What follows belongs to an exercise in optimizing a design on an open flow for small area; a production flow would make more cautious choices. In this exercise RTL edits were held to simulation tests only and were not proved equivalent to the original. Power is estimated from default activity; no workload was simulated. No driver is modelled on the clock port, so clocking that relies on it looks cheaper here than on a real chip.

<file path="design/flow/design.v">
module multicycle_datapath #(
  parameter int PC_W       = 9,
  parameter int INS_W      = 32,
  parameter int RF_ADDRESS = 5,
  parameter int DATA_W     = 64,
  parameter int DM_ADDRESS = 9,
  parameter int ALU_CC_W   = 4
) (
  input  logic                  clk,
  input  logic                  reset,
  output logic                  imem_req,
  output logic [PC_W-1:0]       imem_addr,
  input  logic                  imem_ready,
  input  logic [INS_W-1:0]      imem_rdata,
  output logic                  dmem_req,
  output logic                  dmem_we,
  output logic [DM_ADDRESS-1:0] dmem_addr,
  output logic [DATA_W-1:0]     dmem_wdata,
  input  logic                  dmem_ready,
  input  logic [DATA_W-1:0]     dmem_rdata,
  output logic                  retire,
  output logic                  illegal,
  output logic [PC_W-1:0]       pc_out
);
  localparam logic [3:0] S_CLEAR = 4'd0;   
  localparam logic [3:0] S_FETCH = 4'd1;   
  localparam logic [3:0] S_Q1    = 4'd2;   
  localparam logic [3:0] S_P1    = 4'd3;   
  localparam logic [3:0] S_Q2    = 4'd4;   
  localparam logic [3:0] S_P2    = 4'd5;   
  localparam logic [3:0] S_MEM   = 4'd6;   
  localparam logic [3:0] S_Q3    = 4'd7;   
  localparam logic [3:0] S_P3    = 4'd8;   
  localparam logic [3:0] S_RET   = 4'd9;   
  localparam logic [3:0] S_QU    = 4'd10;  
  localparam logic [3:0] S_PU    = 4'd11;  
  localparam logic [3:0] S_HALT  = 4'd12;  
  localparam logic [2:0] K_R    = 3'b011;
  localparam logic [2:0] K_ADDI = 3'b001;
  localparam logic [2:0] K_LD   = 3'b000;
  localparam logic [2:0] K_SD   = 3'b010;
  localparam logic [2:0] K_BEQ  = 3'b110;
  logic [3:0]  state_q;
  logic [6:0]  cnt_q;
  logic [8:1]  pc_q;
  logic [2:0]  kind_q;
  logic [4:0]  rs1_q, ra_q, rd_q;
  logic [6:0]  hi_q;
  logic [63:0] w_q;
  logic        c_q;
  logic [6:0] i_opc, i_f7;
  logic [2:0] i_f3;
  logic       i_legal, i_r;
  assign i_opc = imem_rdata[6:0];
  assign i_f3  = imem_rdata[14:12];
  assign i_f7  = imem_rdata[31:25];
  assign i_r = (i_opc == 7'b0110011);
  always_comb begin
    i_legal = 1'b0;
    if (i_r && i_f7 == 7'b0000000 && (i_f3 == 3'b000 || i_f3 == 3'b111 ||
                                      i_f3 == 3'b110 || i_f3 == 3'b010)) i_legal = 1'b1;
    if (i_r && i_f7 == 7'b0100000 && i_f3 == 3'b000) i_legal = 1'b1;
    if (i_opc == 7'b0010011 && i_f3 == 3'b000) i_legal = 1'b1;
    if (i_opc == 7'b0000011 && i_f3 == 3'b011) i_legal = 1'b1;
    if (i_opc == 7'b0100011 && i_f3 == 3'b011) i_legal = 1'b1;
    if (i_opc == 7'b1100011 && i_f3 == 3'b000) i_legal = 1'b1;
  end
  logic k_sub, k_and, k_or, k_slt, k_ld, k_sd, k_beq, k_imm, k_wr, k_rr;
  logic k_r;
  assign k_r   = (kind_q == K_R);
  assign k_slt = k_r & (hi_q[2:1] == 2'b01);
  assign k_sub = (k_r & hi_q[5]) | k_slt;
  assign k_and = k_r & (hi_q[2:0] == 3'b111);
  assign k_or  = k_r & (hi_q[2:0] == 3'b110);
  assign k_ld  = (kind_q == K_LD);
  assign k_sd  = (kind_q == K_SD);
  assign k_beq = (kind_q == K_BEQ);
  assign k_imm = ~kind_q[2] & ~(kind_q[1] & kind_q[0]);   
  assign k_wr  = k_r | (kind_q == K_ADDI);    
  assign k_rr  = kind_q[1];                   
  logic [15:0] head;      
  logic [15:0] wen;
  logic        wbit;
  logic [4:0]  ridx;      
  logic        r_bit;
  genvar gi;
  generate
    for (gi = 1; gi < 16; gi++) begin : g_rf
      logic [127:0] r_q;
      always_ff @(posedge clk)
        r_q <= {wen[gi] ? wbit : r_q[0], r_q[127:1]};
      assign head[gi] = r_q[0];
    end
  endgenerate
  logic [63:0] x1_q;
  always_ff @(posedge clk)
    x1_q <= {wen[0] ? wbit : x1_q[0], x1_q[63:1]};
  assign head[0] = x1_q[0];
  logic sel_rs2, sel_rd;
  assign sel_rs2 = (state_q == S_Q1) | (state_q == S_P1);
  assign sel_rd  = (state_q == S_Q3) | (state_q == S_P3);
  assign ridx  = sel_rs2 ? ra_q : sel_rd ? rd_q : rs1_q;
  assign r_bit = (ridx[4:1] == 4'd0) ? (ridx[0] & head[0]) : head[ridx[4:1]];
  logic go;
  assign go = (cnt_q[5:0] == 6'd63) & ((ridx[4:1] == 4'd0) | (cnt_q[6] ^ ridx[0]));
  logic [5:0]  bit_n;
  assign bit_n = cnt_q[5:0];
  logic        imm_bit, a, b, bx, cin, sum, cout, lt, alu_bit;
  always_comb begin
    if ((bit_n < 6'd5) && k_sd) imm_bit = rd_q[0];
    else if (bit_n < 6'd9)   imm_bit = ra_q[0];
    else if (bit_n < 6'd11)  imm_bit = bit_n[0] ? hi_q[4] : hi_q[5];
    else                     imm_bit = hi_q[6];
  end
  assign a    = r_bit;
  assign b    = k_imm ? imm_bit : w_q[0];
  assign bx   = b ^ k_sub;
  assign cin  = (bit_n == 6'd0) ? k_sub : c_q;
  assign sum  = a ^ bx ^ cin;
  assign cout = (a & bx) | (a & cin) | (bx & cin);
  assign lt   = a ^ bx ^ cout;
  always_comb begin
    if (k_and)      alu_bit = a & b;
    else if (k_or)  alu_bit = a | b;
    else if (k_slt) alu_bit = 1'b0;
    else            alu_bit = sum;
  end
  logic c_d;
  always_comb begin
    if (state_q == S_Q3)      c_d = c_q;
    else if (k_beq)           c_d = ((bit_n != 6'd0) & c_q) | (a ^ b);
    else if (bit_n == 6'd63)  c_d = lt;
    else                      c_d = cout;
  end
  always_comb begin
    wbit = w_q[0];
    if (state_q == S_CLEAR)              wbit = 1'b0;
    else if (k_slt && (bit_n == 6'd0))   wbit = c_q;
  end
  logic we_p3;
  assign we_p3 = (state_q == S_P3);
  always_comb begin
    wen[0] = (state_q == S_CLEAR) | (we_p3 & (rd_q == 5'd1));
    for (int k = 1; k < 16; k++)
      wen[k] = (state_q == S_CLEAR) | (we_p3 & (rd_q[4:1] == 4'(k)));
  end
  logic pc_sh, pc_op, pcc_in, pc_s, pcc_q;
  always_comb begin
    if (state_q == S_PU)
      pc_op = bit_n[3] ? (k_beq & (bit_n[2:0] != 3'd0))
                       : (k_beq ? rd_q[1] : (bit_n[2:0] == 3'd1));
    else
      pc_op = (bit_n[2:0] == 3'd1);
  end
  assign pc_sh  = (state_q == S_CLEAR) | ((state_q == S_P2) & (bit_n < 6'd8)) |
                  ((state_q == S_PU) & (bit_n < 6'd16));
  assign pcc_in = (bit_n[2:0] != 3'd0) & pcc_q;
  assign pc_s   = pc_q[1] ^ pc_op ^ pcc_in;
  always_ff @(posedge clk) begin
    pcc_q <= (pc_q[1] & pc_op) | (pc_q[1] & pcc_in) | (pc_op & pcc_in);
    if (pc_sh)
      pc_q <= {pc_s & (state_q != S_CLEAR), pc_q[8:2]};
  end
  logic pass_end, mem_hs;
  assign pass_end = (bit_n == 6'd63);
  assign mem_hs   = (state_q == S_MEM) & dmem_ready;
  always_ff @(posedge clk) begin
    if (reset) begin
      state_q <= S_CLEAR;
      cnt_q   <= 7'd0;
    end else begin
      cnt_q <= cnt_q + 7'd1;
      unique case (state_q)
        S_CLEAR: if (cnt_q == 7'd127) state_q <= S_FETCH;
        S_FETCH: if (imem_ready) state_q <= i_legal ? S_Q1 : S_QU;
        S_Q1:    if (!k_rr) state_q <= S_Q2;
                 else if (go) state_q <= S_P1;
        S_P1:    if (pass_end) state_q <= S_Q2;
        S_Q2:    if (go) state_q <= S_P2;
        S_P2:    if (pass_end) state_q <= (k_ld | k_sd) ? S_MEM : k_beq ? S_RET : S_Q3;
        S_MEM:   if (dmem_ready) state_q <= k_ld ? S_Q3 : S_RET;
        S_Q3:    if (go) state_q <= S_P3;
        S_P3:    if (pass_end) state_q <= S_RET;
        S_RET:   state_q <= (k_beq & ~c_q) ? S_QU : S_FETCH;
        S_QU:    if (pass_end) state_q <= S_PU;
        S_PU:    if (bit_n == 6'd15) state_q <= k_beq ? S_FETCH : S_HALT;
        default: state_q <= S_HALT;
      endcase
    end
  end
  logic fetch_hs, ra_shift, rd_shift, hi_shift;
  assign fetch_hs = (state_q == S_FETCH) & imem_ready;
  assign ra_shift = (state_q == S_P2) & k_imm & (bit_n < 6'd9);
  assign rd_shift = ((state_q == S_P2) & k_sd & (bit_n < 6'd5)) |
                    ((state_q == S_PU) & (bit_n < 6'd8));
  assign hi_shift = ra_shift | ((state_q == S_PU) & (bit_n < 6'd8));
  always_ff @(posedge clk) begin
    if (fetch_hs) begin
      kind_q <= imem_rdata[6:4] | {3{~i_legal}};
      rs1_q  <= imem_rdata[19:15];
      hi_q[6:4] <= imem_rdata[31:29];
    end
    if (fetch_hs) begin
      ra_q      <= imem_rdata[24:20];
      hi_q[3]   <= imem_rdata[28];
      hi_q[2:0] <= i_r ? imem_rdata[14:12] : imem_rdata[27:25];
    end else begin
      if (ra_shift) ra_q <= {hi_q[0], ra_q[4:1]};
      if (hi_shift) hi_q[3:0] <= {sum, hi_q[3:1]};
    end
    if (fetch_hs)
      rd_q <= imem_rdata[11:7];
    else if (rd_shift)
      rd_q <= {hi_q[0], rd_q[4:1]};
  end
  always_ff @(posedge clk) c_q <= c_d;
  logic w_shift, w_in;
  assign w_shift = (state_q == S_P1) || ((state_q == S_P2) && !k_sd) || (state_q == S_P3);
  assign w_in    = ((state_q == S_P1) & r_bit) | ((state_q == S_P2) & k_wr & alu_bit);
  always_ff @(posedge clk) begin
    if (mem_hs || w_shift)
      w_q <= (dmem_rdata & {64{state_q == S_MEM}}) | {w_in, w_q[63:1]};
  end
  assign imem_req   = (state_q == S_FETCH);
  assign imem_addr  = {pc_q, 1'b0};
  assign dmem_req   = (state_q == S_MEM);
  assign dmem_we    = k_sd;
  assign dmem_addr  = {hi_q[3:0], ra_q};
  assign dmem_wdata = w_q;
  assign retire     = (state_q == S_RET);
  assign illegal    = (state_q == S_HALT);
  assign pc_out     = {pc_q, 1'b0};
endmodule
</file>
<file path="design/flow/flow/run.sh">
#!/bin/bash
# Standard ORFS layout (the standard.sh) with three changes:
#  - synthesis maps logic with an area-oriented ABC script (flow/abc_area.script);
#  - ports are buffered with buf_1;
#  - the clock tree uses clkbuf_4 leaves and no dummy loads.
set -euo pipefail
W=$(pwd)
export FLOW_ABC_SCRIPT=$W/flow/abc_area.script
export FLOW_SYNTH_TCL=$W/synth_recipe.tcl
export BUFFER_PORTS_ARGS="-buffer_cell sky130_fd_sc_hd__buf_1"
export CTS_ARGS="-sink_clustering_enable -repair_clock_nets -dont_use_dummy_load -buf_list sky130_fd_sc_hd__clkbuf_4 -root_buf sky130_fd_sc_hd__clkbuf_16 -sink_clustering_size 13 -sink_clustering_max_diameter 40"
sed "s#SYNTH_SCRIPT=[^ ]*synth_recipe.tcl#SYNTH_SCRIPT=$W/flow/synth_abc.tcl#" standard.sh > standard_abc.sh
grep -q "SYNTH_SCRIPT=$W/flow/synth_abc.tcl" standard_abc.sh
bash standard_abc.sh > standard_flow.log 2>&1
</file>
<file path="design/flow/flow/abc_area.script">
strash
ifraig
dc2
strash
dc2
strash
dch -f
amap -m
topo
</file>
<file path="design/flow/flow/synth_abc.tcl">
# The standard flow's synthesis script, with ABC's technology mapping run from the
# area-oriented script in flow/abc_area.script (no buffering or sizing).
proc abc {args} {
  set i [lsearch -exact $args -script]
  if {$i >= 0} { lset args [expr {$i + 1}] $::env(FLOW_ABC_SCRIPT) }
  puts "abc: mapping with $::env(FLOW_ABC_SCRIPT)"
  yosys abc {*}$args
}
source $::env(FLOW_SYNTH_TCL)
</file>
<file path="design/flow/standard.sh">
#!/bin/bash
# synth_recipe.tcl (not shown) runs the flow's synth.tcl, then flattens the netlist and writes it again
# the make line also repeats each setting of config.mk as NAME=value (left out here)
make -C /OpenROAD-flow-scripts/flow DESIGN_CONFIG=/design/flow/config.mk WORK_HOME=/design/flow/orfs CLKGATE_MAP_FILE= SYNTH_SCRIPT=/design/flow/synth_recipe.tcl "${@:-finish}"
</file>
<file path="design/flow/config.mk">
export PLATFORM = sky130hd
export DESIGN_NAME = multicycle_datapath
export DESIGN_NICKNAME = multicycle_datapath
export VERILOG_FILES = /design/flow/design.v
export SDC_FILE = /design/flow/constraint.sdc
export NUM_CORES = 4
export LEC_CHECK = 0
export ABC_AREA = 1
export CAP_MARGIN = 20
export CORE_MARGIN = 2
export CORE_UTILIZATION = 50
export SLEW_MARGIN = 20
</file>
<file path="design/flow/constraint.sdc">
create_clock -name core_clock -period 15.0 [get_ports {clk}]
set_input_delay 3.0000 -clock core_clock [delete_from_list [all_inputs] [get_ports {clk}]]
set_output_delay 3.0000 -clock core_clock [all_outputs]
set_load 0.01 [all_outputs]
</file>
==> results.py, run 1 <==
metrics = {
    "status": {
        "status": "finished clean",
    },
    "floorplan": {
        "core_um2": 89700,
        "fp.dieH_um": 305,
        "pin_count": 196,
        "die-width_um": 305,
        "row_count": 110,
        "die_area_um2": 92800,
        "initial_core_util": 0.504,
    },
    "global_routing": {
        "grt_overflow_total": 0,
        "grt_usage": 0.130,
        "grt_pass1_wl_um": 95900,
        "grt_start_max_net_pins": 68,
        "antenna_found_initial": 3,
        "grt_pass1_vias": 17900,
    },
    "final_layout": {
        "final_nets": 2986,
        "layout_commonest_cell": "dfxtp_1",
        "fill_cells": 7195,
        "drive_gt1_frac": 0.0706,
        "syn_to_final_growth_pct": 8.05,
        "register_area_um2": 42900,
        "multi_input_area_um2": 1920,
        "final_cell_mix": "1996 x dfxtp_1, 196 x clkbuf_4, 193 x buf_1",
    },
    "hold_path": {
        "hp-class": "register to register",
        "min_to": "g_rf[13].r_q[115]",
        "min-delay-start": "g_rf[13].r_q[116]",
        "hold_path_depth": 0,
    },
    "routing": {
        "routed.top_layer": "met5",
        "ant_nets": 0,
        "wl_met2_um": 23000,
        "dr_wl_met3_um": 3160,
        "wl_per_cell_um": 14.4,
        "via_count": 17400,
        "routed_wl_um": 58600,
        "drc_errors": 0,
        "vias_per_cell": 4.29,
        "first_iter_violations": 848,
        "met1_length_um": 30500,
        "drtPass1Iterations": 4,
    },
    "logic_synthesis": {
        "synth_edf_count": 98,
        "ys_warn_count": 1,
        "synthDominantCellAreaShare": 0.884,
        "yosysTopAreaCell": "dfxtp_1",
        "synth-main-ff-cell": "dfxtp_1",
        "synth.avg_cell_area_um2": 18.1,
        "netlist_top_cells_area": "dfxtp_1 88%, edfxtp_1 6.5%, a21o_1 1.1%",
        "synth_cell_types": 34,
        "ys_ff_latch": 2094,
        "synth.cell_area_um2": 45200,
        "netlist_instances": 2495,
        "ys_async_sr_fraction": 0,
        "ys_seq_area_frac": 0.949,
    },
    "timing": {
        "setup_viol": 0,
        "fin_skew_ps": 122,
        "achievable-frequency_mhz": 191,
        "setup_ws_ps": 9750,
        "drv_slew": 0,
        "timing.final.crit_share": 0.350,
        "rsz0062_at_grt": "no",
        "max_slew_margin": 0.356,
        "worstMarginPinSlew_ps": 966,
        "setup_tns_ps": 0,
        "period_minus_slack_ps": 5250,
        "hold_viol_final": 0,
        "hold_slack_ps": 203,
    },
    "clock_tree": {
        "insertion_delay_ps": 780,
        "clkTransAtPathRegs_ps": 120,
        "holdBufCountCts": 0,
        "clock-sinks": 2094,
        "h-tree-depth": 4,
        "cts-buffers-inserted": 197,
        "clockBufferDepth": 3,
        "cts_resized": 0,
        "cts_root_buf": "clkbuf_16",
        "postCtsSetupRepairBufs": 0,
        "cts_tree": "done",
    },
    "setup_path": {
        "worstRegToRegCells": 22,
        "start_kind": "register",
        "r2r_start": "state_q[0]",
        "cp.arrival_ps": 2250,
        "crit_type": "register to output port",
        "cp-startpoint": "state_q[0]",
        "required_ps": 12000,
        "rrSetupSlack_ps": 9780,
        "r2r-end": "w_q[63]",
        "critPathMaxFanout": 67,
        "end_kind": "output port",
    },
    "run": {
        "cap_viol_max_count": 0,
    },
    "place": {
        "dp_slack_ps": 9480,
        "dp_hpwl_um": 33900,
        "place_congestion": 0.849,
        "io_buffers": 193,
    },
    "power": {
        "power_density_nw_per_um2": 189,
        "vdd_drop_max_v": 0.0000813,
        "power_leakage_nw": 19.3,
    },
}
[critical path, stage by stage, from the launching register on]
cell and delay (ps):
dfxtp_1 370, clkinv_1 120, nand2_1 110, nor2_4 100
buf_4 570, buf_1 220
[final cells by class]
cell class                      instances  share of cell area
Antenna cell                            2            0.000102
Clock buffer                          197              0.0306
Inverter                               74             0.00569
Multi-Input combinational cell        314              0.0394
Sequential cell                      2094               0.879
Tap cell                             1176              0.0301
Timing Repair Buffer                  197              0.0155
[power breakdown]
group	total [mW]	switching [mW]	leakage (nW)	internal (mW)
Clock	2.09	1.47	0.914	0.615
Sequential	6.69	0.214	17.2	6.47
Combinational	0.442	0.302	1.21	0.139
Total	9.21	1.99	19.3	7.23
[worst max path at each step]
| stage | end | slack, ps | depth (start not counted) |
|---|---|---|---|
| after floorplan | dmem_req | 9410 | 3 |
| after global placement | rd_q[2] | 9590 | 4 |
| after detailed placement | rd_q[2] | 9480 | 4 |
| after CTS | dmem_req | 9610 | 5 |
| after global routing | w_q[63] | 9210 | 22 |
| final | dmem_req | 9750 | 5 |
[Yosys cell counts (all sizes together) (3+ instances only)]
library cell,n
dfxtp,1996
edfxtp,98
clkinv,74
a21o,64
nor2,64
nand2,27
o21ai,25
a21oi,19
o32ai,16
buf,14
nor3,12
o22ai,12
nand3,10
a31oi,8
a22oi,6
ha,5
o221ai,5
a221oi,4
nor4,4
o22a,4
a211oi,3
a311oi,3
fa,3
nor2b,3
or3,3
[cell families after synthesis]
family	count (synthesis)	share of synthesized area
AO/OA/AOI/OAI	177	0.0275
flip-flops	2094	0.949
AND/OR/NAND/NOR	127	0.0119
buffers and inverters	88	0.00847
adder cells (fa/ha/maj)	8	0.00271
other	1	0.0000830
[routing by layer]
| metal | GRT usage | up-vias |
|---|---|---|
| met4 | 0.0633 | 2 |
| met3 | 0.0407 | 167 |
| met5 | 0 | - |
| met2 | 0.171 | 319 |
| met1 | 0.193 | 8197 |
| li1 | - | 8700 |
[sequential cells by signal (all words and copies together), names as in the netlist]
| name | cells |
|---|---|
| x1_q | 64 |
| kind_q | 3 |
| rs1_q | 5 |
| pcc_q | 1 |
| hi_q | 7 |
| c_q | 1 |
| rd_q | 5 |
| state_q | 4 |
| g_rf.r_q | 1920 |
| w_q | 64 |
| cnt_q | 7 |
| ra_q | 5 |
| pc_q | 8 |
[stage by stage]
step	instances	instance area, um^2	utilization	total power, mW
CTS	4052	48800	0.544	9.37
global placement	3855	47300	0.527	7.25
finish	4054	48800	0.544	9.21
detailed placement	3855	47300	0.527	7.27
floorplan	2496	45200	-	7.02
global route	4053	48800	0.544	9.70
==> inputs of run 2 (changes only) <==
--- a/design/flow/flow/run.sh
+++ b/design/flow/flow/run.sh
@@ -10,3 +10,3 @@
 export BUFFER_PORTS_ARGS="-buffer_cell sky130_fd_sc_hd__buf_1"
-export CTS_ARGS="-sink_clustering_enable -repair_clock_nets -dont_use_dummy_load -buf_list sky130_fd_sc_hd__clkbuf_4 -root_buf sky130_fd_sc_hd__clkbuf_16 -sink_clustering_size 13 -sink_clustering_max_diameter 40"
+export CTS_ARGS="-sink_clustering_enable -repair_clock_nets -dont_use_dummy_load -buf_list sky130_fd_sc_hd__clkbuf_16 -root_buf sky130_fd_sc_hd__clkbuf_16 -sink_clustering_size 40 -sink_clustering_max_diameter 60"
 sed "s#SYNTH_SCRIPT=[^ ]*synth_recipe.tcl#SYNTH_SCRIPT=$W/flow/synth_abc.tcl#" standard.sh > standard_abc.sh
--- a/design/flow/config.mk
+++ b/design/flow/config.mk
@@ -10,3 +10,3 @@
 export CORE_MARGIN = 2
-export CORE_UTILIZATION = 50
+export CORE_UTILIZATION = 60
 export SLEW_MARGIN = 20
==> run 2 against run 1 <==
Against the previous run: fmax grew 0.73%; flip-flop and latch count is the same; largest cell class unchanged; via count shrank 5.0%; count of clock-buffer cells in the layout shrank 116; critical path depth grew 17.
==> results.py, run 2 <==
metrics = {
    "status": {
        "status": "finished clean",
    },
    "timing": {
        "drv_slew": 0,
        "achievable-frequency_mhz": 192,
        "fin_skew_ps": 116,
        "timing.final.crit_share": 0.347,
        "worstMarginPinSlew_ps": 990,
        "period_minus_slack_ps": 5210,
        "rsz0062_at_grt": "no",
        "setup_viol": 0,
        "max_slew_margin": 0.334,
        "setup_tns_ps": 0,
        "hold_viol_final": 0,
    },
    "final_layout": {
        "drive_gt1_frac": 0.0315,
        "fin_cells": 3729,
        "largest_reg_flops": 1920,
        "syn_to_final_growth_pct": 8.64,
        "final_nets": 2870,
        "n_antenna_cell": 0,
        "final_cell_mix": "1996 x dfxtp_1, 193 x buf_1, 98 x edfxtp_1",
        "fill_cells": 5141,
        "top_regs": "g_rf.r_q (1920), w_q (64), x1_q (64)",
        "regMostFlops": "g_rf.r_q",
        "layout_commonest_cell": "dfxtp_1",
    },
    "logic_synthesis": {
        "synth.avg_cell_area_um2": 18.1,
        "netlist_instances": 2495,
        "ys_ff_latch": 2094,
        "ys_async_sr_fraction": 0,
        "ys_warn_count": 1,
        "synth_most_common_cell": "dfxtp_1",
        "synthDominantCellAreaShare": 0.884,
        "netlist_top_cells_area": "dfxtp_1 88%, edfxtp_1 6.5%, a21o_1 1.1%",
        "ys_seq_area_frac": 0.949,
        "synth_common_cells": "1996 x dfxtp_1, 98 x edfxtp_1, 74 x clkinv_1, 64 x a21o_1, 64 x nor2_1",
        "synth_edf_count": 98,
        "yosysTopAreaCell": "dfxtp_1",
        "synth.cell_area_um2": 45200,
        "synth_cell_types": 34,
        "synth-main-ff-cell": "dfxtp_1",
    },
    "power": {
        "intPower_mw": 7.59,
        "p_comb_frac": 0.046,
        "seqPwrFrac": 0.699,
        "power_density_nw_per_um2": 195,
        "pwr-share-clk": 0.254,
        "vdd_drop_max_v": 0.000130,
        "switching_share": 0.206,
        "power_leakage_nw": 19.4,
        "power.switching_mw": 1.97,
    },
    "setup_path": {
        "slowest_delay_ps": 620,
        "crit_type": "register to register",
        "r2r-end": "w_q[63]",
        "crit_top_cell": "nor2_1",
        "required_ps": 15280,
        "critPathMaxFanout": 7,
        "end_kind": "register",
        "cp_slowest_cell": "fa_1",
        "path_cells": "clkinv_1 > nand2_1 > nor2_1 > nor2_1 > clkinv_1 > nor2_1 > a21oi_1 > o22ai_1 > clkinv_1 > nand2_1 > nor2_1 > nor3_1 > a31oi_1 > nor2_1 > a31oi_1 > a31oi_1 > clkinv_1 > fa_1 > o211ai_1 > nor2_1 > a222oi_1 > clkinv_1",
        "r2r_start": "state_q[0]",
        "cp.arrival_ps": 5490,
        "worstRegToRegCells": 22,
        "endpoint": "w_q[63]",
        "start_kind": "register",
        "rrSetupSlack_ps": 9790,
        "cp-startpoint": "state_q[0]",
    },
    "hold_path": {
        "hp-class": "register to register",
    },
    "clock_tree": {
        "cts_resized": 0,
        "cts_tree": "done",
        "insertion_delay_ps": 660,
        "cts-buffers-inserted": 81,
        "postCtsSetupRepairBufs": 0,
        "holdBufCountCts": 0,
        "h-tree-depth": 3,
        "clkTransAtPathRegs_ps": 130,
        "clock-sinks": 2094,
        "clockBufferDepth": 3,
        "cts_root_buf": "clkbuf_16",
    },
    "place": {
        "dpl.cell_count": 3648,
        "io_buffers": 193,
        "dp_hpwl_um": 31400,
        "place_congestion": 0.845,
    },
    "global_routing": {
        "grt_start_max_net_pins": 66,
        "grt_usage": 0.141,
        "grt_overflow_total": 0,
        "grt_pass1_vias": 16400,
        "antenna_found_initial": 1,
        "grt_pass1_wl_um": 87500,
    },
    "floorplan": {
        "die_area_um2": 77500,
        "die-width_um": 278,
        "row_count": 100,
        "pin_count": 196,
        "core_um2": 74400,
        "initial_core_util": 0.607,
        "fp.dieH_um": 278,
    },
    "run": {
        "cap_viol_max_count": 0,
    },
    "routing": {
        "first_iter_violations": 845,
        "drc_errors": 0,
        "via_count": 16500,
        "wl_per_cell_um": 14.6,
        "drtPass1Iterations": 5,
        "vias_per_cell": 4.43,
        "routed_wl_um": 54400,
        "ant_nets": 0,
    },
}
-- run 2: cell families after synthesis --
logic type	Yosys count	synth area share
buffers and inverters	88	0.00847
adders and majority gates	8	0.00271
DFF	2094	0.949
other	1	0.0000830
AOI/OAI and AO/OA	177	0.0275
and+or+nand+nor	127	0.0119
-- run 2: area by class of cell --
cell class / instances / area, um^2 / area share
flip-flops and latches: 2094 / 42900 / 0.874
clock buffers: 81 / 2030 / 0.0413
multi-input cells: 314 / 1920 / 0.0392
well taps: 969 / 1210 / 0.0247
repair buffers: 197 / 754 / 0.0154
inverters: 74 / 278 / 0.00566
-- run 2: power groups by stage --
stage / logic (mW) / registers (mW) / clock network (mW)
2_1_floorplan: 0.249 / 6.77 / 0
3_3_place_gp: 0.439 / 6.79 / 0
3_5_place_dp: 0.444 / 6.83 / 0
4_1_cts: 0.446 / 6.71 / 2.51
5_1_grt: 0.488 / 6.78 / 2.70
6_report: 0.441 / 6.69 / 2.43
-- run 2: per-layer routing --
metal,vias up,GRT usage,wire length (um)
met2,291,0.190,20700
met4,2,0.0459,1510
met5,-,0,10
li1,8392,-,-
met3,92,0.0310,2600
met1,7740,0.225,29600
-- run 2: worst min path at each step --
stage                          start                to  slack, ps  cells after the start
finish              g_rf[8].r_q[116]  g_rf[8].r_q[115]        230                      0
global route        g_rf[8].r_q[109]  g_rf[8].r_q[108]        240                      0
CTS                 g_rf[8].r_q[116]  g_rf[8].r_q[115]        240                      0
detailed placement  g_rf[10].r_q[27]  g_rf[10].r_q[26]        310                      0
global placement    g_rf[5].r_q[121]  g_rf[5].r_q[120]        310                      0
floorplan            g_rf[10].r_q[1]   g_rf[10].r_q[0]        310                      0
-- run 2: per-stage QoR --
stage                util  setup WS, ps  cell area, um^2  total power [mW]  hold WS (ps)
global route        0.659          9220            49100              9.96           243
global placement    0.632          9910            47100              7.23           310
CTS                 0.659          9820            49100              9.67           241
finish              0.659          9790            49100              9.56           229
detailed placement  0.632          9790            47100              7.27           312
floorplan               -          9410            45200              7.02           310
-- run 2: critical path: cells and delay by family, from the launching register on --
kind	cells	cell delay, ps
AOI/OAI and AO/OA	7	1390
and+or+nand+nor	9	1380
buffers and inverters	5	1090
adders and majority gates	1	620
DFF	1	430
==> inputs of run 3 (changes only) <==
--- a/design/flow/flow/run.sh
+++ b/design/flow/flow/run.sh
@@ -10,3 +10,3 @@
 export BUFFER_PORTS_ARGS="-buffer_cell sky130_fd_sc_hd__buf_1"
-export CTS_ARGS="-sink_clustering_enable -repair_clock_nets -dont_use_dummy_load -buf_list sky130_fd_sc_hd__clkbuf_16 -root_buf sky130_fd_sc_hd__clkbuf_16 -sink_clustering_size 40 -sink_clustering_max_diameter 60"
+export CTS_ARGS="-sink_clustering_enable -repair_clock_nets -dont_use_dummy_load -buf_list sky130_fd_sc_hd__clkbuf_8 -root_buf sky130_fd_sc_hd__clkbuf_16 -sink_clustering_size 22 -sink_clustering_max_diameter 50"
 sed "s#SYNTH_SCRIPT=[^ ]*synth_recipe.tcl#SYNTH_SCRIPT=$W/flow/synth_abc.tcl#" standard.sh > standard_abc.sh
==> run 3 against run 2 <==
Against the previous run: still clean on timing, DRC and antenna; register-to-register slack about the same; critical path depth did not move; first-iteration DRC count down 5.7%; power decreased by 2.4%; sequential share of layout area increased by 0.52 points; non-clock buffer count unchanged; die area stayed put; combinational power hardly changed; synthesized cell count is the same; largest cell class unchanged.
==> results.py, run 3 <==
metrics = {
    "logic_synthesis": {
        "synthSimpleGateAreaFrac": 0.0119,
        "synth.cell_area_um2": 45200,
        "synth_top_family_by_area": "compound AO/OA/AOI/OAI gates",
        "synthDominantCellAreaShare": 0.884,
        "yosysTopAreaCell": "dfxtp_1",
        "netlist_top_cells_area": "dfxtp_1 88%, edfxtp_1 6.5%, a21o_1 1.1%",
        "synth_xor_xnor_area_share": 0,
        "synth.avg_cell_area_um2": 18.1,
        "synth_cell_types": 34,
        "synth_most_common_cell": "dfxtp_1",
        "synth-main-ff-cell": "dfxtp_1",
        "synth_edf_count": 98,
        "ys_ff_latch": 2094,
        "synth_compound_area_frac": 0.0275,
        "ys_seq_area_frac": 0.949,
        "ys_warn_count": 1,
        "synthAdderAreaFrac": 0.00271,
        "netlist_instances": 2495,
        "synthMuxAreaShare": 0,
        "synth_common_cells": "1996 x dfxtp_1, 98 x edfxtp_1, 74 x clkinv_1, 64 x a21o_1, 64 x nor2_1",
        "ys_async_sr_fraction": 0,
    },
    "routing": {
        "ant_nets": 0,
        "first_iter_violations": 797,
        "vias_per_cell": 4.44,
        "wl_per_cell_um": 14.4,
        "via_count": 16700,
        "drc_errors": 0,
        "routed_wl_um": 54100,
        "drtPass1Iterations": 5,
    },
    "power": {
        "vdd_drop_max_v": 0.000118,
        "power_leakage_nw": 19.3,
        "power_density_nw_per_um2": 191,
    },
    "global_routing": {
        "grt_start_max_net_pins": 66,
        "grt_pass1_vias": 16800,
        "antenna_found_initial": 1,
        "grt_overflow_total": 0,
        "grt_usage": 0.142,
        "grt_pass1_wl_um": 88100,
    },
    "timing": {
        "drv_slew": 0,
        "period_minus_slack_ps": 5210,
        "fin_skew_ps": 93.0,
        "setup_tns_ps": 0,
        "timing.final.crit_share": 0.348,
        "max_slew_margin": 0.350,
        "achievable-frequency_mhz": 192,
        "setup_ws_ps": 9790,
        "hold_viol_final": 0,
        "setup_viol": 0,
        "rsz0062_at_grt": "no",
        "worstMarginPinSlew_ps": 967,
    },
    "clock_tree": {
        "cts_tree": "done",
        "cts-buffers-inserted": 119,
        "h-tree-depth": 3,
        "postCtsSetupRepairBufs": 0,
        "clock-sinks": 2094,
        "cts_resized": 0,
        "cts_root_buf": "clkbuf_16",
        "holdBufCountCts": 0,
        "clkTransAtPathRegs_ps": 110,
        "insertion_delay_ps": 640,
        "clockBufferDepth": 3,
    },
    "final_layout": {
        "postLayoutCoreUtil": 0.656,
        "fin_cells": 3767,
        "largest_reg_flops": 1920,
        "final_nets": 2908,
        "regMostFlops": "g_rf.r_q",
        "final_cell_mix": "1996 x dfxtp_1, 193 x buf_1, 110 x clkbuf_8",
        "top_regs": "g_rf.r_q (1920), w_q (64), x1_q (64)",
        "layout_commonest_cell": "dfxtp_1",
        "drive_gt1_frac": 0.0447,
        "stdcell_area_um2": 48800,
        "syn_to_final_growth_pct": 8.01,
        "n_antenna_cell": 0,
    },
    "floorplan": {
        "die_area_um2": 77500,
        "row_count": 100,
        "pin_count": 196,
        "die-width_um": 278,
        "fp.dieH_um": 278,
        "initial_core_util": 0.607,
        "core_um2": 74400,
    },
    "place": {
        "dp_hpwl_um": 31400,
        "dpl.cell_count": 3648,
        "dp_slack_ps": 9790,
        "place_area_um2": 47100,
        "place_congestion": 0.845,
        "io_buffers": 193,
    },
    "setup_path": {
        "crit_top_cell": "nor2_1",
        "worstRegToRegCells": 22,
        "rrSetupSlack_ps": 9790,
        "critPathMaxFanout": 7,
        "path_cells": "clkinv_1 > nand2_1 > nor2_1 > nor2_1 > clkinv_1 > nor2_1 > a21oi_1 > o22ai_1 > clkinv_1 > nand2_1 > nor2_1 > nor3_1 > a31oi_1 > nor2_1 > a31oi_1 > a31oi_1 > clkinv_1 > fa_1 > o211ai_1 > nor2_1 > a222oi_1 > clkinv_1",
        "cp_slowest_cell": "fa_1",
        "slowest_delay_ps": 610,
        "crit_type": "register to register",
        "end_kind": "register",
        "required_ps": 15280,
        "cp.arrival_ps": 5500,
        "start_kind": "register",
    },
    "hold_path": {
        "hold_path_depth": 0,
        "hp-class": "register to register",
    },
    "run": {
        "cap_viol_max_count": 0,
    },
    "status": {
        "status": "finished clean",
    },
}
-- run 3: cell count changes in the layout (fill, tap and decap cells not counted), sizes merged --
cell	change
clkbuf	+38
-- run 3: worst paths after layout --
| path | startpoint | end |
|---|---|---|
| max | state_q[0] | w_q[63] |
| min | g_rf[8].r_q[109] | g_rf[8].r_q[108] |
| max reg2reg | state_q[0] | w_q[63] |
| min reg2reg | g_rf[8].r_q[109] | g_rf[8].r_q[108] |
-- run 3: final cells by class --
type / instances / area [um^2]
clock buffers: 119 / 1740
fillers: 5168 / 25600
inverters: 74 / 278
multi-input cells: 314 / 1920
flip-flops and latches: 2094 / 42900
well taps: 969 / 1210
repair buffers: 197 / 754
-- run 3: cells by family after synthesis --
group / Yosys count
compound gates: 177
fa+ha+maj: 8
buf+inv: 88
flops: 2094
other cells: 1
simple gates: 127
-- run 3: through the flow --
| step | hold WS, ps | power [mW] |
|---|---|---|
| 2_1_floorplan | 310 | 7.02 |
| 3_3_place_gp | 310 | 7.23 |
| 3_5_place_dp | 312 | 7.27 |
| 4_1_cts | 285 | 9.46 |
| 5_1_grt | 283 | 9.76 |
| 6_report | 280 | 9.33 |
-- run 3: routing by layer --
layer	part of all wire	up-vias	GRT usage
li1	-	8456	-
met1	0.54	7846	0.226
met2	0.38	323	0.190
met3	0.046	116	0.0314
met4	0.028	0	0.0495
met5	0	-	0
-- run 3: critical path, delay by kind of cell (launching register included) --
family,cells,cell delay (ps)
and+or+nand+nor,9,1400
AOI/OAI and AO/OA,7,1390
buffers and inverters,5,1090
adders and majority gates,1,610
DFF,1,430
-- run 3: report_power, final --
group / total (mW) / internal, mW / switching (mW)
logic: 0.441 / 0.141 / 0.300
clock network: 2.21 / 0.774 / 1.44
registers: 6.68 / 6.47 / 0.211
==> inputs of run 4 (changes only) <==
--- a/design/flow/flow/run.sh
+++ b/design/flow/flow/run.sh
@@ -10,3 +10,3 @@
 export BUFFER_PORTS_ARGS="-buffer_cell sky130_fd_sc_hd__buf_1"
-export CTS_ARGS="-sink_clustering_enable -repair_clock_nets -dont_use_dummy_load -buf_list sky130_fd_sc_hd__clkbuf_8 -root_buf sky130_fd_sc_hd__clkbuf_16 -sink_clustering_size 22 -sink_clustering_max_diameter 50"
+export CTS_ARGS="-sink_clustering_enable -repair_clock_nets -dont_use_dummy_load -buf_list sky130_fd_sc_hd__clkbuf_4 -root_buf sky130_fd_sc_hd__clkbuf_16 -sink_clustering_size 12 -sink_clustering_max_diameter 40"
 sed "s#SYNTH_SCRIPT=[^ ]*synth_recipe.tcl#SYNTH_SCRIPT=$W/flow/synth_abc.tcl#" standard.sh > standard_abc.sh
--- a/design/flow/config.mk
+++ b/design/flow/config.mk
@@ -10,3 +10,3 @@
 export CORE_MARGIN = 2
-export CORE_UTILIZATION = 60
+export CORE_UTILIZATION = 50
 export SLEW_MARGIN = 20
==> run 4 against run 3 <==
Against the previous run: setup slack worse by 13 ps; clock skew up 58 ps; sequential share of layout area down 0.15 points; final cell count up 7.8%; fmax down 0.24%; largest power group unchanged; die area up 20%.
==> results.py, run 4 <==
metrics = {
    "logic_synthesis": {
        "synth_cell_types": 34,
        "netlist_top_cells_area": "dfxtp_1 88%, edfxtp_1 6.5%, a21o_1 1.1%",
        "synth.cell_area_um2": 45200,
        "netlist_instances": 2495,
        "synth_common_cells": "1996 x dfxtp_1, 98 x edfxtp_1, 74 x clkinv_1, 64 x a21o_1, 64 x nor2_1",
        "ys_async_sr_fraction": 0,
        "ys_warn_count": 1,
        "ys_ff_latch": 2094,
        "ys_seq_area_frac": 0.949,
        "synth_edf_count": 98,
        "synth.avg_cell_area_um2": 18.1,
        "yosysTopAreaCell": "dfxtp_1",
        "synth_most_common_cell": "dfxtp_1",
        "synthDominantCellAreaShare": 0.884,
        "synth-main-ff-cell": "dfxtp_1",
    },
    "global_routing": {
        "grt_overflow_total": 0,
        "antenna_found_initial": 0,
        "grt_start_max_net_pins": 68,
        "grt_pass1_wl_um": 96200,
        "grt_usage": 0.130,
        "grt_pass1_vias": 18000,
    },
    "setup_path": {
        "r2r-end": "w_q[63]",
        "cp.arrival_ps": 2230,
        "start_kind": "register",
        "rrSetupSlack_ps": 9800,
        "end_kind": "output port",
        "worstRegToRegCells": 22,
        "critPathMaxFanout": 67,
        "crit_type": "register to output port",
        "r2r_start": "state_q[0]",
        "required_ps": 12000,
    },
    "final_layout": {
        "final_cell_mix": "1996 x dfxtp_1, 205 x clkbuf_4, 193 x buf_1",
        "final_nets": 2995,
        "multi_input_area_um2": 1920,
        "regMostFlops": "g_rf.r_q",
        "syn_to_final_growth_pct": 8.20,
        "fill_cells": 7194,
        "top_regs": "g_rf.r_q (1920), w_q (64), x1_q (64)",
        "largest_reg_flops": 1920,
        "layout_commonest_cell": "dfxtp_1",
        "register_area_um2": 42900,
        "drive_gt1_frac": 0.0735,
        "postLayoutCoreUtil": 0.545,
    },
    "floorplan": {
        "die_area_um2": 92800,
        "core_um2": 89700,
        "die-width_um": 305,
        "pin_count": 196,
        "fp.dieH_um": 305,
        "initial_core_util": 0.504,
        "row_count": 110,
    },
    "power": {
        "intPower_mw": 7.25,
        "pwr-share-clk": 0.229,
        "power.switching_mw": 2.00,
        "p_comb_frac": 0.048,
        "vdd_drop_max_v": 0.0000910,
        "power_density_nw_per_um2": 189,
        "seqPwrFrac": 0.723,
        "switching_share": 0.216,
        "power_leakage_nw": 19.4,
    },
    "clock_tree": {
        "insertion_delay_ps": 790,
        "h-tree-depth": 4,
        "cts_tree": "done",
        "clkTransAtPathRegs_ps": 110,
        "holdBufCountCts": 0,
        "clock-sinks": 2094,
        "cts-buffers-inserted": 206,
        "cts_resized": 0,
        "postCtsSetupRepairBufs": 0,
        "clockBufferDepth": 3,
        "cts_root_buf": "clkbuf_16",
    },
    "place": {
        "place_congestion": 0.849,
        "dp_hpwl_um": 33900,
        "io_buffers": 193,
        "dp_slack_ps": 9480,
    },
    "routing": {
        "wl_per_cell_um": 14.5,
        "vias_per_cell": 4.29,
        "first_iter_violations": 887,
        "drc_errors": 0,
        "routed_wl_um": 58800,
        "drtPass1Iterations": 4,
        "ant_nets": 0,
        "via_count": 17400,
    },
    "timing": {
        "worstMarginPinSlew_ps": 970,
        "setup_tns_ps": 0,
        "period_minus_slack_ps": 5230,
        "drv_slew": 0,
        "max_slew_margin": 0.353,
        "rsz0062_at_grt": "no",
        "achievable-frequency_mhz": 191,
        "fin_skew_ps": 151,
        "setup_viol": 0,
        "setup_ws_ps": 9770,
        "hold_viol_final": 0,
        "timing.final.crit_share": 0.348,
    },
    "run": {
        "cap_viol_max_count": 0,
    },
    "hold_path": {
        "min_to": "g_rf[13].r_q[115]",
        "min-delay-start": "g_rf[13].r_q[116]",
        "hold_path_depth": 0,
        "hp-class": "register to register",
    },
    "status": {
        "status": "finished clean",
    },
}
[run 4: cell counts after synthesis]
No cell type changed its count.
[run 4: area by class of cell]
type,count,area share
well taps,1176,0.0301
inverters,74,0.00568
clock buffers,206,0.0320
flip-flops and latches,2094,0.877
repair buffers,197,0.0154
diodes,1,0.0000512
multi-input cells,314,0.0393
[run 4: worst max path at each step]
stage,startpoint,cells past startpoint,slack (ps),end
after CTS,state_q[0],5,9620,dmem_req
after detailed placement,imem_ready,4,9480,rd_q[2]
final,state_q[0],5,9770,dmem_req
after floorplan,state_q[0],3,9410,dmem_req
after global routing,state_q[0],22,9210,w_q[63]
after global placement,imem_ready,4,9590,rd_q[2]
[run 4: metal layers]
layer | global-route usage | vias to the layer above | share of wire
met4 | 0.0610 | 0 | 0.029
met3 | 0.0425 | 148 | 0.057
met2 | 0.171 | 349 | 0.39
met1 | 0.194 | 8224 | 0.52
met5 | 0 | - | 0
li1 | - | 8715 | -
[run 4: critical path, cell delays in order (launching register included)]
cell and delay, ps:
dfxtp_1 370, clkinv_1 120, nand2_1 110, nor2_4 100, buf_4 570, buf_1 220
[run 4: cell families after synthesis]
family	after synthesis	share of synthesized area
AO/OA/AOI/OAI	177	0.0275
other	1	0.0000830
buffers and inverters	88	0.00847
flip-flops	2094	0.949
AND/OR/NAND/NOR	127	0.0119
adder cells (fa/ha/maj)	8	0.00271
[run 4: power by group through the flow]
stage | clock network (mW) | registers, mW | logic [mW]
finish | 2.12 | 6.69 | 0.442
global route | 2.47 | 6.78 | 0.486
CTS | 2.26 | 6.71 | 0.447
detailed placement | 0 | 6.83 | 0.445
global placement | 0 | 6.81 | 0.444
floorplan | 0 | 6.77 | 0.249
[run 4: through the flow]
step	power, mW	hold WS, ps	cell area (um^2)	instances
finish	9.25	174	48900	4062
CTS	9.41	178	48900	4061
global route	9.74	153	48900	4061
floorplan	7.02	310	45200	2496
global placement	7.25	310	47300	3855
detailed placement	7.27	312	47300	3855
==> inputs of run 5 (changes only) <==
--- a/design/flow/config.mk
+++ b/design/flow/config.mk
@@ -10,3 +10,3 @@
 export CORE_MARGIN = 2
-export CORE_UTILIZATION = 50
+export CORE_UTILIZATION = 60
 export SLEW_MARGIN = 20
==> run 5 against run 4 <==
Against the previous run: clock skew shrank 48 ps; first-iteration DRC count shrank 18%; critical path depth grew 17; critical endpoint is now w_q[63]; highest routed layer unchanged.
==> results.py, run 5 <==
metrics = {
    "floorplan": {
        "row_count": 100,
        "pin_count": 196,
        "die-width_um": 278,
        "initial_core_util": 0.607,
        "die_area_um2": 77500,
        "core_um2": 74400,
        "fp.dieH_um": 278,
    },
    "place": {
        "place_area_um2": 47100,
        "io_buffers": 193,
        "dp_hpwl_um": 31400,
        "dpl.cell_count": 3648,
        "place_congestion": 0.845,
    },
    "setup_path": {
        "start_kind": "register",
        "path_cells": "clkinv_1 > nand2_1 > nor2_1 > nor2_1 > clkinv_1 > nor2_1 > a21oi_1 > o22ai_1 > clkinv_1 > nand2_1 > nor2_1 > nor3_1 > a31oi_1 > nor2_1 > a31oi_1 > a31oi_1 > clkinv_1 > fa_1 > o211ai_1 > nor2_1 > a222oi_1 > clkinv_1",
        "required_ps": 15390,
        "critPathMaxFanout": 7,
        "rrSetupSlack_ps": 9770,
        "end_kind": "register",
        "cp_top_family": "compound AO/OA/AOI/OAI gates",
        "crit_top_cell": "nor2_1",
        "crit_type": "register to register",
        "slowest_delay_ps": 620,
        "cp.buffers_inverters": 5,
        "cp_slowest_cell": "fa_1",
        "cp.arrival_ps": 5620,
    },
    "logic_synthesis": {
        "synth_common_cells": "1996 x dfxtp_1, 98 x edfxtp_1, 74 x clkinv_1, 64 x a21o_1, 64 x nor2_1",
        "synth.avg_cell_area_um2": 18.1,
        "ys_ff_latch": 2094,
        "netlist_top_cells_area": "dfxtp_1 88%, edfxtp_1 6.5%, a21o_1 1.1%",
        "ys_async_sr_fraction": 0,
        "synth_most_common_cell": "dfxtp_1",
        "ys_seq_area_frac": 0.949,
        "synth_cell_types": 34,
        "synth-main-ff-cell": "dfxtp_1",
        "ys_warn_count": 1,
        "yosysTopAreaCell": "dfxtp_1",
        "synth_edf_count": 98,
        "netlist_instances": 2495,
        "synthDominantCellAreaShare": 0.884,
        "synth.cell_area_um2": 45200,
    },
    "routing": {
        "first_iter_violations": 725,
        "drc_errors": 0,
        "ant_nets": 0,
        "routed_wl_um": 55200,
        "drtPass1Iterations": 5,
        "wl_per_cell_um": 14.3,
        "vias_per_cell": 4.50,
        "via_count": 17300,
    },
    "timing": {
        "rsz0062_at_grt": "no",
        "fin_skew_ps": 104,
        "hold_viol_final": 0,
        "setup_viol": 0,
        "max_slew_margin": 0.350,
        "worstMarginPinSlew_ps": 966,
        "timing.final.crit_share": 0.349,
        "hold_slack_ps": 255,
        "period_minus_slack_ps": 5230,
        "drv_slew": 0,
        "achievable-frequency_mhz": 191,
        "setup_tns_ps": 0,
    },
    "final_layout": {
        "final_cell_mix": "1996 x dfxtp_1, 199 x clkbuf_4, 193 x buf_1",
        "register_area_um2": 42900,
        "final_nets": 2989,
        "fin_cells": 3851,
        "stdcell_area_um2": 48600,
        "top_regs": "g_rf.r_q (1920), w_q (64), x1_q (64)",
        "layout_commonest_cell": "dfxtp_1",
        "largest_reg_flops": 1920,
        "drive_gt1_frac": 0.0716,
        "multi_input_area_um2": 1920,
        "fill_cells": 5258,
        "syn_to_final_growth_pct": 7.54,
        "regMostFlops": "g_rf.r_q",
    },
    "global_routing": {
        "grt_pass1_vias": 17700,
        "antenna_found_initial": 2,
        "grt_pass1_wl_um": 90700,
        "grt_start_max_net_pins": 66,
        "grt_use_met3": 0.0433,
        "grt_overflow_total": 0,
        "global_route.usage.met2": 0.192,
        "grt_util_met1": 0.226,
        "grt_usage": 0.147,
        "top_usage_layer": "met1",
    },
    "clock_tree": {
        "insertion_delay_ps": 740,
        "cts-buffers-inserted": 200,
        "cts_root_buf": "clkbuf_16",
        "clkTransAtPathRegs_ps": 110,
        "cts_tree": "done",
        "cts_resized": 0,
        "clockBufferDepth": 3,
        "postCtsSetupRepairBufs": 0,
        "h-tree-depth": 4,
        "holdBufCountCts": 0,
        "clock-sinks": 2094,
    },
    "run": {
        "cap_viol_max_count": 0,
    },
    "power": {
        "power_density_nw_per_um2": 189,
        "vdd_drop_max_v": 0.0000953,
        "power_leakage_nw": 19.3,
        "fin_total_pwr_mw": 9.21,
    },
    "status": {
        "status": "finished clean",
    },
    "hold_path": {
        "hp-class": "register to register",
    },
}
run 5: cell counts after synthesis:
Identical to the previous run, type by type.
run 5: stage by stage:
| step | utilization | setup WS (ps) |
|---|---|---|
| floorplan | - | 9410 |
| global placement | 0.632 | 9910 |
| detailed placement | 0.632 | 9790 |
| CTS | 0.653 | 9790 |
| global route | 0.653 | 9220 |
| finish | 0.653 | 9770 |
run 5: cell families (layout without fill, tap and decap cells):
logic type      after synthesis  in the layout  share of synthesized area
buf+inv                      88            471                    0.00847
simple gates                127            127                     0.0119
other cells                   1              5                  0.0000830
compound gates              177            177                     0.0275
flops                      2094           2094                      0.949
fa+ha+maj                     8              8                    0.00271
run 5: layout make-up:
cell class | instances | area share
Sequential cell | 2094 | 0.883
Multi-Input combinational cell | 314 | 0.0396
Clock buffer | 200 | 0.0313
Tap cell | 969 | 0.0249
Timing Repair Buffer | 197 | 0.0155
Inverter | 74 | 0.00572
Antenna cell | 3 | 0.000154
run 5: final timing paths:
path,from,endpoint,cells after the start
worst min register to register,g_rf[7].r_q[64],g_rf[7].r_q[63],0
worst min-delay path,g_rf[7].r_q[64],g_rf[7].r_q[63],0
worst max register to register,state_q[0],w_q[63],22
worst max-delay path,state_q[0],w_q[63],22
run 5: power breakdown:
part / internal (mW) / total (mW) / leakage [nW] / switching, mW
Combinational: 0.142 / 0.442 / 1.21 / 0.300
Clock: 0.624 / 2.08 / 0.928 / 1.46
Sequential: 6.47 / 6.68 / 17.2 / 0.211
run 5: metal layers:
layer	routed length [um]	vias to the layer above
met4	1480	0
met2	21400	390
met1	29400	8084
li1	-	8709
met5	0	-
met3	2980	132
==> inputs of run 6 (changes only) <==
==> design/flow/flow/abc_area.script (replaced) <==
strash
ifraig
dc2
strash
&get -n
&deepsyn -T 90
&put
dch -f
amap -m
topo
==> run 6 against run 5 <==
Against the previous run: global-route usage is 0.42 points higher; setup slack worse by 93 ps; critical endpoint is now retire; critical path depth is 17 lower; still clean on timing, DRC and antenna; clock skew is 31 ps higher; critical path type is now register to output port; final cell count is 0.55% lower; flip-flop and latch count stayed put; wire length is 2.0% higher; core utilization is 0.12 points lower; non-clock buffer count is 1 lower.
==> results.py, run 6 <==
metrics = {
    "status": {
        "status": "finished clean",
    },
    "clock_tree": {
        "clkTransAtPathRegs_ps": 110,
        "clock-sinks": 2094,
        "cts_tree": "done",
        "insertion_delay_ps": 790,
        "clockBufferDepth": 3,
        "cts_root_buf": "clkbuf_16",
        "cts-buffers-inserted": 203,
        "postCtsSetupRepairBufs": 0,
        "h-tree-depth": 4,
        "cts_resized": 0,
        "holdBufCountCts": 0,
    },
    "timing": {
        "hold_viol_final": 0,
        "max_slew_margin": 0.433,
        "setup_tns_ps": 0,
        "fin_skew_ps": 135,
        "drv_slew": 0,
        "rsz0062_at_grt": "no",
        "period_minus_slack_ps": 5320,
        "achievable-frequency_mhz": 188,
        "timing.final.crit_share": 0.355,
        "setup_viol": 0,
        "worstMarginPinSlew_ps": 850,
    },
    "floorplan": {
        "die-width_um": 278,
        "die_area_um2": 77300,
        "pin_count": 196,
        "core_um2": 74400,
        "initial_core_util": 0.605,
        "row_count": 100,
        "fp.dieH_um": 278,
    },
    "logic_synthesis": {
        "synth_compound_area_frac": 0.0257,
        "synth-main-ff-cell": "dfxtp_1",
        "synth_cell_types": 42,
        "synthSimpleGateAreaFrac": 0.0140,
        "synthAdderAreaFrac": 0.00272,
        "synth_top_family_by_area": "compound AO/OA/AOI/OAI gates",
        "netlist_top_cells_area": "dfxtp_1 89%, edfxtp_1 6.5%, a21o_1 1.1%",
        "synthDominantCellAreaShare": 0.887,
        "synth_most_common_cell": "dfxtp_1",
        "ys_async_sr_fraction": 0,
        "netlist_instances": 2471,
        "ys_ff_latch": 2094,
        "synth_common_cells": "1996 x dfxtp_1, 98 x edfxtp_1, 87 x nor2_1, 64 x a21o_1, 40 x clkinv_1",
        "ys_seq_area_frac": 0.952,
        "synth.avg_cell_area_um2": 18.2,
        "synth_edf_count": 98,
        "ys_warn_count": 1,
        "synthMuxAreaShare": 0,
        "synth.cell_area_um2": 45100,
        "synth_xor_xnor_area_share": 0,
        "yosysTopAreaCell": "dfxtp_1",
    },
    "setup_path": {
        "end_kind": "output port",
        "worstRegToRegCells": 18,
        "required_ps": 12000,
        "r2r_start": "state_q[3]",
        "critPathMaxFanout": 11,
        "crit_type": "register to output port",
        "start_kind": "register",
        "cp.arrival_ps": 2320,
        "path_cells": "clkinv_1 > nor2_1 > clkinv_1 > nor2_1 > buf_1",
        "rrSetupSlack_ps": 9900,
        "cp_slowest_cell": "dfxtp_1",
        "slowest_delay_ps": 570,
        "r2r-end": "w_q[63]",
    },
    "hold_path": {
        "min-delay-start": "g_rf[2].r_q[68]",
        "hp-class": "register to register",
        "hold_path_depth": 0,
        "min_to": "g_rf[2].r_q[67]",
    },
    "routing": {
        "drc_errors": 0,
        "via_count": 17200,
        "vias_per_cell": 4.50,
        "first_iter_violations": 818,
        "ant_nets": 0,
        "wl_per_cell_um": 14.7,
        "routed_wl_um": 56400,
        "drtPass1Iterations": 6,
    },
    "power": {
        "switching_share": 0.191,
        "vdd_drop_max_v": 0.000101,
        "seqPwrFrac": 0.728,
        "intPower_mw": 6.29,
        "power.switching_mw": 1.48,
        "power_density_nw_per_um2": 160,
        "pwr-share-clk": 0.269,
        "power_leakage_nw": 19.2,
        "p_comb_frac": 0.002,
    },
    "final_layout": {
        "largest_reg_flops": 1920,
        "fill_cells": 5167,
        "stdcell_area_um2": 48500,
        "drive_gt1_frac": 0.0732,
        "top_regs": "g_rf.r_q (1920), w_q (64), x1_q (64)",
        "regMostFlops": "g_rf.r_q",
        "final_cell_mix": "1996 x dfxtp_1, 202 x clkbuf_4, 193 x buf_1",
        "final_nets": 2967,
        "syn_to_final_growth_pct": 7.63,
        "postLayoutCoreUtil": 0.652,
        "layout_commonest_cell": "dfxtp_1",
    },
    "global_routing": {
        "grt_pass1_wl_um": 92700,
        "grt_start_max_net_pins": 67,
        "grt_overflow_total": 0,
        "grt_usage": 0.151,
        "antenna_found_initial": 2,
        "grt_pass1_vias": 17800,
    },
    "place": {
        "dp_hpwl_um": 32900,
        "place_congestion": 0.859,
        "place_area_um2": 46900,
        "io_buffers": 193,
    },
    "run": {
        "cap_viol_max_count": 0,
    },
}
run 6: changes by cell type in the layout (fill, tap and decap cells not counted), sizes merged, moves of 9 or more:
cell,delta
clkinv,-34
o22ai,-9
a21oi,+20
nor2,+23
o32ai,-16
run 6: worst max-delay path by stage:
stage                    start       to
finish              state_q[0]   retire
global route        state_q[3]  w_q[63]
CTS                 state_q[3]  illegal
detailed placement  imem_ready  hi_q[2]
global placement    imem_ready  hi_q[2]
floorplan           dmem_ready   w_q[0]
run 6: final cells by class:
cell class | instances | area, um^2 | area share
Sequential cell | 2094 | 42900 | 0.884
Multi-Input combinational cell | 324 | 1950 | 0.0402
Clock buffer | 203 | 1540 | 0.0318
Tap cell | 969 | 1210 | 0.0250
Timing Repair Buffer | 196 | 747 | 0.0154
Inverter | 40 | 150 | 0.00310
Antenna cell | 4 | 10.0 | 0.000206
run 6: cells by family after synthesis:
group,count (synthesis)
flops,2094
fa+ha+maj,8
compound gates,168
simple gates,146
other cells,1
buf+inv,54
run 6: worst max-delay path, delay by kind of cell, from the launching register on:
family,cells,cell delay (ps)
flops,1,570
buf+inv,3,720
simple gates,2,380
run 6: through the flow:
| stage | hold WS, ps | instances | power [mW] | setup WS, ps |
|---|---|---|---|---|
| after floorplan | 310 | 2472 | 5.79 | 9160 |
| after global placement | 310 | 3623 | 5.80 | 9830 |
| after detailed placement | 312 | 3623 | 5.81 | 9750 |
| after CTS | 185 | 3826 | 7.88 | 9560 |
| after global routing | 194 | 3830 | 8.11 | 9410 |
| final | 203 | 3830 | 7.77 | 9680 |
run 6: layer usage:
layer	vias to the layer above	global-route usage	part of all wire
li1	8634	-	-
met4	0	0.0667	0.028
met3	143	0.0448	0.053
met2	355	0.213	0.42
met1	8100	0.219	0.50
met5	-	0	0
run 6: power by group through the flow:
stage,clock (mW),combinational (mW),sequential (mW)
after floorplan,0,0.00598,5.78
after global placement,0,0.0191,5.79
after detailed placement,0,0.0193,5.79
after CTS,2.20,0.0194,5.66
after global routing,2.42,0.0215,5.67
final,2.09,0.0194,5.66
==> inputs of run 7 (changes only) <==
==> design/flow/flow/abc_area.script (replaced) <==
strash
ifraig
balance -l
resub -K 6 -l
rewrite -l
resub -K 6 -N 2 -l
refactor -l
resub -K 8 -l
balance -l
resub -K 8 -N 2 -l
rewrite -l
resub -K 10 -l
rewrite -z -l
resub -K 10 -N 2 -l
balance -l
resub -K 12 -l
refactor -z -l
resub -K 12 -N 2 -l
rewrite -z -l
balance -l
strash
dch -f
amap -m
topo
==> run 7 against run 6 <==
Against the previous run: power grew 8.1%; flip-flop and latch count is the same; via count grew 1.2%; first-iteration DRC count shrank 6.5%; non-clock buffer count grew 5; synthesized cell count is the same; die area grew 0.17%; clock power is essentially flat; register-to-register slack lost 460 ps; core utilization grew 0.11 points; critical endpoint is now w_q[63]; largest power group unchanged.
==> results.py, run 7 <==
metrics = {
    "logic_synthesis": {
        "yosysTopAreaCell": "dfxtp_1",
        "synth_common_cells": "1996 x dfxtp_1, 98 x edfxtp_1, 63 x a21o_1, 51 x clkinv_1, 48 x nor2_1",
        "synth.avg_cell_area_um2": 18.3,
        "ys_seq_area_frac": 0.950,
        "netlist_top_cells_area": "dfxtp_1 89%, edfxtp_1 6.5%, a21o_1 1.0%",
        "ys_ff_latch": 2094,
        "ys_warn_count": 1,
        "ys_async_sr_fraction": 0,
        "synthDominantCellAreaShare": 0.885,
        "synth_cell_types": 43,
        "synth.cell_area_um2": 45100,
        "synth_most_common_cell": "dfxtp_1",
        "synth-main-ff-cell": "dfxtp_1",
        "synth_edf_count": 98,
        "netlist_instances": 2471,
    },
    "routing": {
        "ant_nets": 0,
        "drtPass1Iterations": 6,
        "vias_per_cell": 4.55,
        "routed_wl_um": 57800,
        "first_iter_violations": 765,
        "via_count": 17400,
        "drc_errors": 0,
        "wl_per_cell_um": 15.1,
    },
    "final_layout": {
        "fin_cells": 3830,
        "multi_input_area_um2": 1970,
        "fill_cells": 5215,
        "register_area_um2": 42900,
        "stdcell_area_um2": 48600,
        "final_nets": 2970,
        "top_regs": "g_rf.r_q (1920), w_q (64), x1_q (64)",
        "syn_to_final_growth_pct": 7.63,
        "postLayoutCoreUtil": 0.653,
        "largest_reg_flops": 1920,
        "final_cell_mix": "1996 x dfxtp_1, 200 x clkbuf_4, 193 x buf_1",
        "drive_gt1_frac": 0.0738,
        "regMostFlops": "g_rf.r_q",
        "layout_commonest_cell": "dfxtp_1",
    },
    "clock_tree": {
        "postCtsSetupRepairBufs": 0,
        "cts_tree": "done",
        "h-tree-depth": 4,
        "clkTransAtPathRegs_ps": 110,
        "cts_root_buf": "clkbuf_16",
        "clock-sinks": 2094,
        "clockBufferDepth": 3,
        "cts-buffers-inserted": 201,
        "insertion_delay_ps": 770,
        "cts_resized": 0,
        "holdBufCountCts": 0,
    },
    "global_routing": {
        "grt_pass1_wl_um": 94200,
        "grt_usage": 0.156,
        "antenna_found_initial": 4,
        "grt_pass1_vias": 17800,
        "grt_overflow_total": 0,
        "grt_start_max_net_pins": 66,
    },
    "timing": {
        "hold_viol_final": 0,
        "achievable-frequency_mhz": 180,
        "rsz0062_at_grt": "no",
        "drv_slew": 0,
        "timing.final.crit_share": 0.371,
        "max_slew_margin": 0.393,
        "setup_tns_ps": 0,
        "period_minus_slack_ps": 5560,
        "setup_viol": 0,
        "fin_skew_ps": 187,
        "hold_slack_ps": 223,
        "worstMarginPinSlew_ps": 903,
    },
    "status": {
        "status": "finished clean",
    },
    "floorplan": {
        "core_um2": 74400,
        "initial_core_util": 0.606,
        "die_area_um2": 77500,
        "pin_count": 196,
        "row_count": 100,
        "die-width_um": 278,
        "fp.dieH_um": 278,
    },
    "setup_path": {
        "critPathMaxFanout": 10,
        "cp.buffers_inverters": 4,
        "cp_slowest_cell": "fa_1",
        "start_kind": "register",
        "crit_type": "register to register",
        "slowest_delay_ps": 640,
        "cp_top_family": "compound AO/OA/AOI/OAI gates",
        "cp.arrival_ps": 5860,
        "path_cells": "clkinv_1 > nand2_1 > nor2_1 > nor2_1 > clkinv_1 > nor2_1 > a21oi_1 > o22ai_1 > clkinv_1 > a221oi_1 > nor2_1 > nor2_1 > a211oi_1 > or2_0 > a32oi_1 > clkinv_1 > fa_1 > o2111ai_1 > o221ai_1",
        "required_ps": 15300,
        "crit_top_cell": "nor2_1",
        "end_kind": "register",
    },
    "power": {
        "power_leakage_nw": 19.1,
        "power_density_nw_per_um2": 173,
        "vdd_drop_max_v": 0.000106,
    },
    "run": {
        "cap_viol_max_count": 0,
    },
    "hold_path": {
        "hp-class": "register to register",
    },
    "place": {
        "place_congestion": 0.795,
        "place_area_um2": 47100,
        "dp_hpwl_um": 34200,
        "dpl.cell_count": 3628,
        "io_buffers": 193,
    },
}
run 7: metal layers:
layer | share of wire | GRT usage
met2 | 0.40 | 0.208
met1 | 0.52 | 0.236
met5 | 0.00028 | 0
met4 | 0.032 | 0.0766
met3 | 0.050 | 0.0390
run 7: cell families (layout without fill, tap and decap cells):
family,Yosys count,after routing,share of synthesized area
AND/OR/NAND/NOR,112,112,0.0108
other,1,3,0.0000831
buffers and inverters,65,453,0.00657
adder cells (fa/ha/maj),8,8,0.00272
flip-flops,2094,2094,0.950
AO/OA/AOI/OAI,191,191,0.0296
run 7: final cells by class:
| cell class | count | share of cell area |
|---|---|---|
| clock buffers | 201 | 0.0314 |
| diodes | 1 | 0.0000515 |
| inverters | 51 | 0.00394 |
| well taps | 969 | 0.0250 |
| flip-flops and latches | 2094 | 0.883 |
| repair buffers | 201 | 0.0161 |
| multi-input cells | 313 | 0.0406 |
run 7: worst reg2reg max path: stages, from the launching register on:
cell,delay [ps]
dfxtp_1,420
clkinv_1,170
nand2_1,190
nor2_1,130
nor2_1,160
clkinv_1,250
nor2_1,150
a21oi_1,50
o22ai_1,600
clkinv_1,400
a221oi_1,390
nor2_1,90
nor2_1,120
a211oi_1,60
or2_0,250
a32oi_1,500
clkinv_1,330
fa_1,640
o2111ai_1,240
o221ai_1,140
run 7: path summary, 6_finish.rpt:
path	from	to	slack, ps	depth (start not counted)
setup / recovery	state_q[0]	w_q[63]	9440	19
hold / removal	g_rf[7].r_q[96]	g_rf[7].r_q[95]	220	0
setup reg to reg	state_q[0]	w_q[63]	9440	19
hold reg to reg	g_rf[7].r_q[96]	g_rf[7].r_q[95]	220	0
run 7: stage by stage:
step | setup slack, ps | total power [mW]
floorplan | 8920 | 6.27
global placement | 9790 | 6.44
detailed placement | 9520 | 6.45
CTS | 9490 | 8.52
global route | 8820 | 8.79
finish | 9440 | 8.40
run 7: power breakdown:
part	internal [mW]	total, mW	leakage (nW)	switching [mW]
clock network	0.627	2.08	0.932	1.45
logic	0.143	0.442	1.20	0.299
registers	5.80	5.88	17.0	0.0766

## static timing again, ports no longer ideal
In the flow no input, the clock included, has a driving cell. The finished layouts below were timed again as built, in two steps. Step 1: set_driving_cell puts a clkbuf_16 on clk and a buf_2 on each other input, an assumption about the parent block. Step 2, shift: input delay + t, output delay - t, t = (earliest + latest rising clock arrival at the registers) / 2. This alone moves slack from input paths to output paths. a / b / c = ideal / step 1 / step 2; a / b = the first two.
| run | shift t [ns] | slack for setup (ns) | worst setup path after step 2 |
|---|---|---|---|
| run 1 | 0.783 | 9.755 / 9.691 / 9.405 | input to register |
| run 2 | 0.668 | 9.793 / 9.793 / 9.757 | input to register |
| run 3 | 0.659 | 9.786 / 9.786 / 9.772 | input to register |
| run 4 | 0.783 | 9.773 / 9.709 / 9.412 | input to register |
| run 5 | 0.769 | 9.771 / 9.771 / 9.733 | input to register |
| run 6 | 0.766 | 9.678 / 9.616 / 9.650 | input to register |
| run 7 | 0.745 | 9.439 / 9.439 / 9.439 | register to register |
After both steps every run listed still meets setup and hold. The setup slack of run 4, which loses most, moves by -0.064 ns with the drivers and by -0.361 ns with both steps.
